Context: an optimization exercise on an open-source flow, tuned for small area. The choices shown serve that exercise and are no tape-out recipe.
At most, simulation tests tie the RTL to the original design; equivalence was not proved.
Power is estimated from default activity; no workload was simulated.

==> 08-12: inputs <==
==> flow/design.v <==
package median_pkg;
    localparam int WIN_PIX  = 9;
    localparam int WIN_ROWS = 3;
    localparam int ROW_LEN  = 3;
endpackage
import median_pkg::*;
module median3x3_core #(
    parameter int DW = 8
) (
    input  logic [median_pkg::WIN_PIX*DW-1:0] i_win,
    output logic [DW-1:0]                     o_med
);
    function automatic logic gt(input logic [DW-1:0] a, input logic [DW-1:0] b);
        logic g;
        g = 1'b0;
        for (int i = 0; i < DW; i++)
            g = (a[i] & ~b[i]) | ((a[i] | ~b[i]) & g);
        gt = g;
    endfunction
    function automatic logic ex4(input logic [7:0] v);
        logic [7:0] s;
        logic       t;
        s = v;
        for (int p = 1; p < 8; p = p * 2)
            for (int k = p; k >= 1; k = k / 2)
                for (int j = k % p; j + k < 8; j += 2 * k)
                    for (int i = 0; i < k; i++)
                        if (i + j + k < 8 && (i + j) / (2 * p) == (i + j + k) / (2 * p)) begin
                            t            = s[i + j] & s[i + j + k];
                            s[i + j + k] = s[i + j] | s[i + j + k];
                            s[i + j]     = t;
                        end
        ex4 = s[4] & ~s[3];
    endfunction
    logic [WIN_PIX-1:0][DW-1:0]      x;
    logic [WIN_PIX-1:0][WIN_PIX-1:0] below;    
    logic [WIN_PIX-1:0][7:0]         others;   
    logic [WIN_PIX-1:0]              sel;
    always_comb begin
        x     = i_win;
        below = '0;
        for (int i = 0; i < WIN_PIX; i++)
            for (int j = i + 1; j < WIN_PIX; j++) begin
                below[i][j] = gt(x[i], x[j]);
                below[j][i] = !below[i][j];
            end
        for (int i = 0; i < WIN_PIX; i++) begin
            for (int j = 0; j < WIN_PIX - 1; j++)
                others[i][j] = below[i][(j < i) ? j : j + 1];
            sel[i] = ex4(others[i]);
        end
        o_med = '0;
        for (int i = 0; i < WIN_PIX; i++)
            o_med = o_med | ({DW{sel[i]}} & x[i]);
    end
endmodule
import median_pkg::*;
module median_mc_stream #(
    parameter int DW         = 8,
    parameter int NUM_CH     = 4,
    parameter int FIFO_DEPTH = 16,
    parameter int PROG_FULL  = 12
) (
    input  logic                          i_clk,
    input  logic                          i_rst,
    input  logic                          s_valid,
    output logic                          s_ready,
    input  logic [NUM_CH*median_pkg::WIN_PIX*DW-1:0]  s_data,
    output logic                          m_valid,
    input  logic                          m_ready,
    output logic [DW-1:0]                 m_data,
    output logic [((NUM_CH > 1) ? $clog2(NUM_CH) : 1)-1:0] m_chan,
    output logic                          m_last,
    output logic                          o_prog_full,
    output logic [$clog2(FIFO_DEPTH):0]   o_fifo_count
);
    localparam int IW = (NUM_CH > 1) ? $clog2(NUM_CH) : 1;
    localparam int AW = $clog2(FIFO_DEPTH);
    localparam int CW = AW + 1;
    localparam logic [CW-1:0] PF_C = CW'(PROG_FULL);
    logic                 r_v1, r_v2, r_v3;
    logic [NUM_CH*DW-1:0] w_meds, r_m1, r_m2, r_m3;
    logic                 w_adv, w_pop, w_full, w_push;
    logic [DW-1:0]        r_mem [FIFO_DEPTH];
    logic [AW-1:0]        r_wr_ptr, r_rd_ptr;
    logic [CW-1:0]        r_count;
    for (genvar ch = 0; ch < NUM_CH; ch++) begin : g_ch
        median3x3_core #(.DW(DW)) u_core (
            .i_win (s_data[ch*WIN_PIX*DW +: WIN_PIX*DW]),
            .o_med (w_meds[ch*DW +: DW])
        );
    end
    always_comb begin
        w_pop   = m_valid && m_ready;
        w_full  = r_count[AW] && !w_pop;
        w_push  = r_v3 && !w_full;
        w_adv   = !(r_v3 && !(w_push && (r_wr_ptr[IW-1:0] == IW'(NUM_CH - 1))));
        s_ready = w_adv && !i_rst;
    end
    assign m_valid      = (r_count != '0);
    assign m_data       = r_mem[r_rd_ptr];
    assign m_chan       = r_rd_ptr[IW-1:0];
    assign m_last       = (r_rd_ptr[IW-1:0] == IW'(NUM_CH - 1));
    assign o_prog_full  = (r_count >= PF_C);
    assign o_fifo_count = r_count;
    always_ff @(posedge i_clk) begin
        if (i_rst) begin
            r_v1     <= 1'b0;
            r_v2     <= 1'b0;
            r_v3     <= 1'b0;
            r_wr_ptr <= '0;
            r_rd_ptr <= '0;
            r_count  <= '0;
        end else begin
            if (w_adv) begin
                r_v1 <= s_valid;
                r_v2 <= r_v1;
                r_v3 <= r_v2;
            end
            if (w_push)
                r_wr_ptr <= r_wr_ptr + 1'b1;
            if (w_pop)
                r_rd_ptr <= r_rd_ptr + 1'b1;
            r_count <= r_count + CW'(w_push) - CW'(w_pop);
        end
    end
    always_ff @(posedge i_clk) begin
        if (w_adv) begin
            r_m1 <= w_meds;
            r_m2 <= r_m1;
            r_m3 <= r_m2;
        end
    end
    for (genvar a = 0; a < FIFO_DEPTH; a++) begin : g_mem
        always_ff @(posedge i_clk) begin
            if (w_push && (r_wr_ptr == AW'(a)))
                r_mem[a] <= r_m3[(a % NUM_CH)*DW +: DW];
        end
    end
endmodule
==> flow/flow/run.sh <==
#!/bin/bash
# Own layout flow: the standard ORFS flow, except that ABC maps the logic for area
# (map -a) instead of with ORFS's delay-biased area script. Everything else, including the
# registers and their names, is the standard synthesis and layout; ports are buffered with
# buf_2 rather than the delay buffer buffer_ports picks by default.
set -euo pipefail
W=$(pwd)
export FLOW_ABC_SCRIPT="$W/flow/abc.script"
{
  echo 'proc abc {args} {'
  echo '  set i [lsearch -exact $args -script]'
  echo '  if { $i >= 0 } { set args [lreplace $args [expr {$i + 1}] [expr {$i + 1}] $::env(FLOW_ABC_SCRIPT)] }'
  echo '  yosys abc {*}$args'
  echo '}'
  cat "$W/synth_recipe.tcl"
} > "$W/flow_synth.tcl"
bash "$W/standard.sh" SYNTH_SCRIPT="$W/flow_synth.tcl" BUFFER_PORTS_ARGS="-buffer_cell sky130_fd_sc_hd__buf_2" finish > "$W/flow_make.log" 2>&1
==> flow/flow/abc.script <==
strash
dch
map -a
topo
==> flow/standard.sh <==
#!/bin/bash
# synth_recipe.tcl (not shown) runs the flow's synth.tcl, then flattens the netlist and writes it again
# the make line also repeats each setting of config.mk as NAME=value (left out here)
make -C /OpenROAD-flow-scripts/flow DESIGN_CONFIG=/design/flow/config.mk WORK_HOME=/design/flow/orfs CLKGATE_MAP_FILE= SYNTH_SCRIPT=/design/flow/synth_recipe.tcl "${@:-finish}"
==> flow/config.mk <==
export PLATFORM = sky130hd
export DESIGN_NAME = median_mc_stream
export DESIGN_NICKNAME = median_mc_stream
export VERILOG_FILES = /design/flow/design.v
export SDC_FILE = /design/flow/constraint.sdc
export NUM_CORES = 4
export LEC_CHECK = 0
export CAP_MARGIN = 20
export CORE_MARGIN = 2
export CORE_UTILIZATION = 40
export SLEW_MARGIN = 20
==> flow/constraint.sdc <==
create_clock -name core_clock -period 4.5 [get_ports {i_clk}]
set_input_delay 0.9000 -clock core_clock [delete_from_list [all_inputs] [get_ports {i_clk}]]
set_output_delay 0.9000 -clock core_clock [all_outputs]
set_load 0.01 [all_outputs]
==> 11-03 (differences from 08-12) <==
==> flow/design.v, changed modules only <==
module median3x3_core #(
    parameter int DW = 8
) (
    input  logic [median_pkg::WIN_PIX*DW-1:0] i_win,
    output logic [DW-1:0]                     o_med
);
    function automatic logic gt(input logic [DW-1:0] a, input logic [DW-1:0] b);
        logic [DW-1:0] g, p;
        int w;
        g = a & ~b;
        p = a | ~b;
        for (w = 1; w < DW; w = w * 2)
            for (int i = DW - 1; i >= 0; i--)
                if (i % (2 * w) == 2 * w - 1 && i - w >= 0) begin
                    g[i] = g[i] | (p[i] & g[i - w]);
                    p[i] = p[i] & p[i - w];
                end
        gt = g[DW-1];
    endfunction
    function automatic logic [DW-1:0] pick(input logic sa, input logic sb, input logic sc,
                                           input logic [DW-1:0] a, input logic [DW-1:0] b,
                                           input logic [DW-1:0] c);
        pick = ({DW{sa}} & a) | ({DW{sb}} & b) | ({DW{sc}} & c);
    endfunction
    function automatic logic [DW-1:0] min3(input logic [DW-1:0] a, input logic [DW-1:0] b,
                                           input logic [DW-1:0] c);
        logic ab, bc, ac, sa, sb;
        ab = gt(a, b);
        bc = gt(b, c);
        ac = gt(a, c);
        sa = !ab && !ac;
        sb = ab && !bc;
        min3 = pick(sa, sb, !sa && !sb, a, b, c);
    endfunction
    function automatic logic [DW-1:0] max3(input logic [DW-1:0] a, input logic [DW-1:0] b,
                                           input logic [DW-1:0] c);
        logic ab, bc, ac, sc, sb;
        ab = gt(a, b);
        bc = gt(b, c);
        ac = gt(a, c);
        sc = !ac && !bc;
        sb = bc && !ab;
        max3 = pick(!sc && !sb, sb, sc, a, b, c);
    endfunction
    function automatic logic [DW-1:0] med3(input logic [DW-1:0] a, input logic [DW-1:0] b,
                                           input logic [DW-1:0] c);
        logic ab, bc, ac, sb, sa;
        ab = gt(a, b);
        bc = gt(b, c);
        ac = gt(a, c);
        sb = (ab == bc);
        sa = !sb && (ab ^ ac);
        med3 = pick(sa, sb, !sa && !sb, a, b, c);
    endfunction
    logic [WIN_ROWS-1:0][DW-1:0] lo, mid, hi;
    always_comb begin
        for (int r = 0; r < WIN_ROWS; r++) begin
            lo[r]  = min3(i_win[(r*ROW_LEN+0)*DW +: DW], i_win[(r*ROW_LEN+1)*DW +: DW],
                          i_win[(r*ROW_LEN+2)*DW +: DW]);
            mid[r] = med3(i_win[(r*ROW_LEN+0)*DW +: DW], i_win[(r*ROW_LEN+1)*DW +: DW],
                          i_win[(r*ROW_LEN+2)*DW +: DW]);
            hi[r]  = max3(i_win[(r*ROW_LEN+0)*DW +: DW], i_win[(r*ROW_LEN+1)*DW +: DW],
                          i_win[(r*ROW_LEN+2)*DW +: DW]);
        end
        o_med = med3(max3(lo[0], lo[1], lo[2]), med3(mid[0], mid[1], mid[2]),
                     min3(hi[0], hi[1], hi[2]));
    end
endmodule
==> flow/run.sh (new file) <==
#!/bin/bash
# synth_recipe.tcl (not shown) runs the flow's synth.tcl, then flattens the netlist and writes it again
# the make line also repeats each setting of config.mk as NAME=value (left out here)
make -C /OpenROAD-flow-scripts/flow DESIGN_CONFIG=/design/flow/config.mk WORK_HOME=/design/flow/orfs CLKGATE_MAP_FILE= SYNTH_SCRIPT=/design/flow/synth_recipe.tcl finish
ABC_AREA = 1   (was unset)
removed: flow/flow/run.sh
removed: flow/flow/abc.script
removed: flow/standard.sh
==> 03-05 (differences from 08-12) <==
==> flow/design.v, changed modules only <==
module median3x3_core #(
    parameter int DW = 8
) (
    input  logic [median_pkg::WIN_PIX*DW-1:0] i_win,
    output logic [DW-1:0]                     o_med
);
    localparam int N = median_pkg::WIN_PIX;
    function automatic logic gt(input logic [DW-1:0] a, input logic [DW-1:0] b);
        logic g;
        g = 1'b0;
        for (int i = 0; i < DW; i++)
            g = (a[i] & ~b[i]) | (~(a[i] ^ b[i]) & g);
        gt = g;
    endfunction
    function automatic logic ex4(input logic [7:0] v);
        logic [7:0] s;
        logic       t;
        s = v;
        for (int p = 1; p < 8; p = p * 2)
            for (int k = p; k >= 1; k = k / 2)
                for (int j = k % p; j + k < 8; j += 2 * k)
                    for (int i = 0; i < k; i++)
                        if (i + j + k < 8 && (i + j) / (2 * p) == (i + j + k) / (2 * p)) begin
                            t            = s[i + j] & s[i + j + k];
                            s[i + j + k] = s[i + j] | s[i + j + k];
                            s[i + j]     = t;
                        end
        ex4 = s[4] & ~s[3];
    endfunction
    logic [N*N-1:0]  below;    
    logic [N-1:0]    sel;
    logic [DW-1:0]   acc [N+1];
    for (genvar i = 0; i < N; i++) begin : g_pair
        assign below[i*N+i] = 1'b0;
        for (genvar j = i + 1; j < N; j++) begin : g_cmp
            assign below[i*N+j] = gt(i_win[i*DW +: DW], i_win[j*DW +: DW]);
            assign below[j*N+i] = ~below[i*N+j];
        end
    end
    assign acc[0] = '0;
    for (genvar i = 0; i < N; i++) begin : g_sel
        logic [N-2:0] others;    
        for (genvar j = 0; j < N - 1; j++) begin : g_o
            assign others[j] = below[i*N + ((j < i) ? j : j + 1)];
        end
        assign sel[i]   = ex4(others);
        assign acc[i+1] = acc[i] | ({DW{sel[i]}} & i_win[i*DW +: DW]);
    end
    assign o_med = acc[N];
endmodule
==> flow/flow/run.sh (replaced) <==
#!/bin/bash
# Own layout flow: the standard ORFS flow, except that ABC maps the logic with
# flow/abc.script (area-only mapping, twice, from choice networks) instead of ORFS's script. Everything else, including the
# registers and their names, is the standard synthesis and layout, except that Yosys's
# extract_fa is skipped so ABC maps the comparators' XORs freely; ports are buffered with
# buf_2 rather than the delay buffer buffer_ports picks by default.
set -euo pipefail
W=$(pwd)
export FLOW_ABC_SCRIPT="$W/flow/abc.script"
{
  echo 'proc extract_fa {args} {}'
  echo 'proc abc {args} {'
  echo '  set i [lsearch -exact $args -script]'
  echo '  if { $i >= 0 } { set args [lreplace $args [expr {$i + 1}] [expr {$i + 1}] $::env(FLOW_ABC_SCRIPT)] }'
  echo '  yosys abc {*}$args'
  echo '}'
  cat "$W/synth_recipe.tcl"
} > "$W/flow_synth.tcl"
bash "$W/standard.sh" SYNTH_SCRIPT="$W/flow_synth.tcl" BUFFER_PORTS_ARGS="-buffer_cell sky130_fd_sc_hd__buf_2" finish > "$W/flow_make.log" 2>&1
==> flow/flow/abc.script (replaced) <==
strash
dc2
dch -f
map -a
strash
dch -f
map -a
topo
GPL_TIMING_DRIVEN = 0   (was unset)
SETUP_SLACK_MARGIN = 0.1   (was unset)
==> summary of the runs <==
- 11-03 finished but fails on setup timing. 03-05 went through all stages and came out clean. 08-12 completed with no timing, DRC or antenna violations.
- Maximum frequency, highest first: 08-12, 03-05, 11-03.
- Core utilization: 03-05 < 08-12 < 11-03.
- Sequential share of layout area, lowest first: 11-03, 08-12, 03-05.
- Count of clock-buffer cells in the layout is the same in 03-05 and 11-03.
- Against 03-05, the first-iteration DRC count of 08-12 is smaller by 3.5%.
- The highest power belongs to 11-03, the lowest to 03-05.
Function not checked in 08-12 and 11-03: the RTL went through the layout flow alone.

* * *

==> trial 54 <==
median_mc_stream with an RTL version that a note above also has.
Design median_mc_stream, start of the top module:
module median_mc_stream #(
    parameter int DW         = 8,
    parameter int NUM_CH     = 4,
    parameter int FIFO_DEPTH = 16,
    parameter int PROG_FULL  = 12
) (
    input  logic                          i_clk,
    input  logic                          i_rst,
    input  logic                          s_valid,
    output logic                          s_ready,
    input  logic [NUM_CH*median_pkg::WIN_PIX*DW-1:0]  s_data,
    output logic                          m_valid,
    input  logic                          m_ready,
    output logic [DW-1:0]                 m_data,
    output logic [((NUM_CH > 1) ? $clog2(NUM_CH) : 1)-1:0] m_chan,
    output logic                          m_last,
    output logic                          o_prog_full,
    output logic [$clog2(FIFO_DEPTH):0]   o_fifo_count
);
==> module median3x3_core, before the edit <==
module median3x3_core #(
    parameter int DW = 8
) (
    input  logic [median_pkg::WIN_PIX*DW-1:0] i_win,
    output logic [DW-1:0]                     o_med
);
    localparam int N = median_pkg::WIN_PIX;
    function automatic logic gt(input logic [DW-1:0] a, input logic [DW-1:0] b);
        logic g;
        g = 1'b0;
        for (int i = 0; i < DW; i++)
            g = (a[i] & ~b[i]) | (~(a[i] ^ b[i]) & g);
        gt = g;
    endfunction
    function automatic logic ex4(input logic [7:0] v);
        logic [7:0] s;
        logic       t;
        s = v;
        for (int p = 1; p < 8; p = p * 2)
            for (int k = p; k >= 1; k = k / 2)
                for (int j = k % p; j + k < 8; j += 2 * k)
                    for (int i = 0; i < k; i++)
                        if (i + j + k < 8 && (i + j) / (2 * p) == (i + j + k) / (2 * p)) begin
                            t            = s[i + j] & s[i + j + k];
                            s[i + j + k] = s[i + j] | s[i + j + k];
                            s[i + j]     = t;
                        end
        ex4 = s[4] & ~s[3];
    endfunction
    logic [N*N-1:0]  below;    
    logic [N-1:0]    sel;
    logic [DW-1:0]   acc [N+1];
    for (genvar i = 0; i < N; i++) begin : g_pair
        assign below[i*N+i] = 1'b0;
        for (genvar j = i + 1; j < N; j++) begin : g_cmp
            assign below[i*N+j] = gt(i_win[i*DW +: DW], i_win[j*DW +: DW]);
            assign below[j*N+i] = ~below[i*N+j];
        end
    end
    assign acc[0] = '0;
    for (genvar i = 0; i < N; i++) begin : g_sel
        logic [N-2:0] others;    
        for (genvar j = 0; j < N - 1; j++) begin : g_o
            assign others[j] = below[i*N + ((j < i) ? j : j + 1)];
        end
        assign sel[i]   = ex4(others);
        assign acc[i+1] = acc[i] | ({DW{sel[i]}} & i_win[i*DW +: DW]);
    end
    assign o_med = acc[N];
endmodule
Settings: LEC_CHECK=0, CAP_MARGIN=20, CORE_MARGIN=2, CORE_UTILIZATION=40, GPL_TIMING_DRIVEN=0, SETUP_SLACK_MARGIN=0.1, SLEW_MARGIN=20; clock period 4.5 ns.
standard.sh (not shown) runs the stock make flow with config.mk's settings and CLKGATE_MAP_FILE= SYNTH_SCRIPT=/design/flow/synth_recipe.tcl, a recipe that flattens the netlist after the stock synthesis.
==> flow/flow/run.sh <==
#!/bin/bash
# Own layout flow: the standard ORFS flow, except that ABC maps the logic with
# flow/abc.script (area recovery under a 2.3 ns delay target) instead of ORFS's script. Everything else, including the
# registers and their names, is the standard synthesis and layout, except that Yosys's
# extract_fa is skipped so ABC maps the comparators' XORs freely; ports are buffered with
# buf_2 rather than the delay buffer buffer_ports picks by default.
set -euo pipefail
W=$(pwd)
export FLOW_ABC_SCRIPT="$W/flow/abc.script"
{
  echo 'proc extract_fa {args} {}'
  echo 'proc abc {args} {'
  echo '  set i [lsearch -exact $args -script]'
  echo '  if { $i >= 0 } { set args [lreplace $args [expr {$i + 1}] [expr {$i + 1}] $::env(FLOW_ABC_SCRIPT)] }'
  echo '  yosys abc {*}$args'
  echo '}'
  cat "$W/synth_recipe.tcl"
} > "$W/flow_synth.tcl"
bash "$W/standard.sh" SYNTH_SCRIPT="$W/flow_synth.tcl" BUFFER_PORTS_ARGS="-buffer_cell sky130_fd_sc_hd__buf_2" finish > "$W/flow_make.log" 2>&1
==> flow/flow/abc.script <==
strash
dch
map -D 2300
topo
==> inputs of trial 22, as changes to trial 54 <==
==> flow/design.v, changed modules only <==
module median3x3_core #(
    parameter int DW = 8
) (
    input  logic [median_pkg::WIN_PIX*DW-1:0] i_win,
    output logic [DW-1:0]                     o_med
);
    function automatic logic gt(input logic [DW-1:0] a, input logic [DW-1:0] b);
        logic [DW-1:0] g, p;
        int w;
        g = a & ~b;
        p = a | ~b;
        for (w = 1; w < DW; w = w * 2)
            for (int i = DW - 1; i >= 0; i--)
                if (i % (2 * w) == 2 * w - 1 && i - w >= 0) begin
                    g[i] = g[i] | (p[i] & g[i - w]);
                    p[i] = p[i] & p[i - w];
                end
        gt = g[DW-1];
    endfunction
    function automatic logic [DW-1:0] pick(input logic sa, input logic sb, input logic sc,
                                           input logic [DW-1:0] a, input logic [DW-1:0] b,
                                           input logic [DW-1:0] c);
        pick = ({DW{sa}} & a) | ({DW{sb}} & b) | ({DW{sc}} & c);
    endfunction
    function automatic logic [DW-1:0] min3(input logic [DW-1:0] a, input logic [DW-1:0] b,
                                           input logic [DW-1:0] c);
        logic ab, bc, ac, sa, sb;
        ab = gt(a, b);
        bc = gt(b, c);
        ac = gt(a, c);
        sa = !ab && !ac;
        sb = ab && !bc;
        min3 = pick(sa, sb, !sa && !sb, a, b, c);
    endfunction
    function automatic logic [DW-1:0] max3(input logic [DW-1:0] a, input logic [DW-1:0] b,
                                           input logic [DW-1:0] c);
        logic ab, bc, ac, sc, sb;
        ab = gt(a, b);
        bc = gt(b, c);
        ac = gt(a, c);
        sc = !ac && !bc;
        sb = bc && !ab;
        max3 = pick(!sc && !sb, sb, sc, a, b, c);
    endfunction
    function automatic logic [DW-1:0] med3(input logic [DW-1:0] a, input logic [DW-1:0] b,
                                           input logic [DW-1:0] c);
        logic ab, bc, ac, sb, sa;
        ab = gt(a, b);
        bc = gt(b, c);
        ac = gt(a, c);
        sb = (ab == bc);
        sa = !sb && (ab ^ ac);
        med3 = pick(sa, sb, !sa && !sb, a, b, c);
    endfunction
    logic [WIN_ROWS-1:0][DW-1:0] lo, mid, hi;
    always_comb begin
        for (int r = 0; r < WIN_ROWS; r++) begin
            lo[r]  = min3(i_win[(r*ROW_LEN+0)*DW +: DW], i_win[(r*ROW_LEN+1)*DW +: DW],
                          i_win[(r*ROW_LEN+2)*DW +: DW]);
            mid[r] = med3(i_win[(r*ROW_LEN+0)*DW +: DW], i_win[(r*ROW_LEN+1)*DW +: DW],
                          i_win[(r*ROW_LEN+2)*DW +: DW]);
            hi[r]  = max3(i_win[(r*ROW_LEN+0)*DW +: DW], i_win[(r*ROW_LEN+1)*DW +: DW],
                          i_win[(r*ROW_LEN+2)*DW +: DW]);
        end
        o_med = med3(max3(lo[0], lo[1], lo[2]), med3(mid[0], mid[1], mid[2]),
                     min3(hi[0], hi[1], hi[2]));
    end
endmodule
==> flow/run.sh (new file) <==
#!/bin/bash
# synth_recipe.tcl (not shown) runs the flow's synth.tcl, then flattens the netlist and writes it again
# the make line also repeats each setting of config.mk as NAME=value (left out here)
make -C /OpenROAD-flow-scripts/flow DESIGN_CONFIG=/design/flow/config.mk WORK_HOME=/design/flow/orfs CLKGATE_MAP_FILE= SYNTH_SCRIPT=/design/flow/synth_recipe.tcl finish
--- a/flow/config.mk
+++ b/flow/config.mk
@@ -6,8 +6,8 @@
 export NUM_CORES = 4
 export LEC_CHECK = 0
+export ABC_AREA = 1
 export CAP_MARGIN = 20
 export CORE_MARGIN = 2
 export CORE_UTILIZATION = 40
 export GPL_TIMING_DRIVEN = 0
-export SETUP_SLACK_MARGIN = 0.1
 export SLEW_MARGIN = 20
removed: flow/flow/run.sh
removed: flow/flow/abc.script
removed: flow/standard.sh
==> inputs of build 1, as changes to trial 54 <==
--- a/flow/design.v
+++ b/flow/design.v
@@ -16,5 +16,5 @@
         g = 1'b0;
         for (int i = 0; i < DW; i++)
-            g = (a[i] & ~b[i]) | (~(a[i] ^ b[i]) & g);
+            g = (a[i] & ~b[i]) | ((a[i] | ~b[i]) & g);
         gt = g;
     endfunction
==> flow/flow/run.sh (replaced) <==
#!/bin/bash
# Own layout flow: the standard ORFS flow, except that ABC maps the logic with
# flow/abc.script (area recovery under a 2.1 ns delay target) instead of ORFS's script. Everything else, including the
# registers and their names, is the standard synthesis and layout; ports are buffered with
# buf_2 rather than the delay buffer buffer_ports picks by default.
set -euo pipefail
W=$(pwd)
export FLOW_ABC_SCRIPT="$W/flow/abc.script"
{
  echo 'proc abc {args} {'
  echo '  set i [lsearch -exact $args -script]'
  echo '  if { $i >= 0 } { set args [lreplace $args [expr {$i + 1}] [expr {$i + 1}] $::env(FLOW_ABC_SCRIPT)] }'
  echo '  yosys abc {*}$args'
  echo '}'
  cat "$W/synth_recipe.tcl"
} > "$W/flow_synth.tcl"
bash "$W/standard.sh" SYNTH_SCRIPT="$W/flow_synth.tcl" BUFFER_PORTS_ARGS="-buffer_cell sky130_fd_sc_hd__buf_2" finish > "$W/flow_make.log" 2>&1
==> flow/flow/abc.script (replaced) <==
strash
dch
map -D 2100
topo
==> metrics.md <==
| Metric | Value |
|---|---|
| Startpoint of the worst-slack reg-to-reg timing path | r_count[2] |
| Sum of buffers and inverters on the critical path | 2 |
| Result of the run | complete, no violations |
| Count of synthesis-stage warnings from yosys | 4 |
| GR met2 Demand/Resource | 50.9% |
| Clock latency reported for the late side of the worst-skew pair | 0.51 ns |
| Average via count per standard cell | 6.84 |
| Total via count after detailed routing | 32500 |
| Routed met2 length | 49400 um |
The numbers above come from build 1.

==> metrics.md <==
| Metric | Value |
|---|---|
| Result of the run | finished with violations |
| SO Viols | setup timing |
| Average via count per standard cell | 5.35 |
| Clock latency reported for the late side of the worst-skew pair | 0.52 ns |
| Count of synthesis-stage warnings from yosys | 3 |
| Setup Viol. Count Final | 22 |
| Least setup slack across all paths after layout | -0.226 ns |
| Total via count after detailed routing | 41300 |
| Routed met2 length | 64000 um |
| Sum of buffers and inverters on the critical path | 8 |
| GR met2 Demand/Resource | 51.6% |
| Startpoint of the worst-slack reg-to-reg timing path | r_count[2] |
The numbers above come from trial 22.

==> metrics.md <==
| Metric | Value |
|---|---|
| Result of the run | complete, no violations |
| Total of buffers placed on input and output ports | 310 |
| Clock latency reported for the late side of the worst-skew pair | 0.50 ns |
| Sum of buffers and inverters on the critical path | 3 |
| Unique masters post-synth | 29 |
| Routed met2 length | 45000 um |
| GR met2 Demand/Resource | 47.4% |
| Startpoint of the worst-slack reg-to-reg timing path | r_v3 |
| Count of synthesis-stage warnings from yosys | 4 |
The numbers above come from trial 54.

No functional check of the RTL was part of trial 22.

-- port drivers added, routing unchanged --
The flow's constraints put no driver on any port. The routed layouts listed below were extracted and timed again, unchanged, in two steps. Step 1: set_driving_cell puts a clkbuf_16 on i_clk and a buf_2 on each other input, an assumption about the parent block. Step 2 moves the port delays by t, midway between the first and last clock arrival at a register: inputs arrive t later, outputs are due t later. That takes back most of the time a late clock gives input paths. a / b / c = no drivers / after step 1 / after step 2; a / b = the first two.
| run | t, ns | slack for setup (ns) | worst setup path at the end | cell pins on the clock port's net |
|---|---|---|---|---|
| 08-12 | 0.544 | 0.255 / 0.275 / -0.270 | input to register | 1 |
| 11-03 | 0.551 | -0.053 / -0.037 / -0.588 | input to register | 1 |
| 03-05 | 0.546 | 0.141 / 0.168 / -0.378 | input to register | 1 |
| trial 54 | 0.540 | 0.225 / 0.175 / -0.281 | input to register | 1 |
| trial 22 | 0.555 | -0.226 / -0.213 / -0.768 | input to register | 1 |
| build 1 | 0.550 | 0.244 / 0.211 / -0.287 | input to register | 1 |
Met with ideal ports but missed after step 2: setup timing in 08-12, 03-05, trial 54 and build 1. The setup slack of trial 22, which loses most, moves by +0.013 ns with the drivers and by -0.542 ns with both steps.
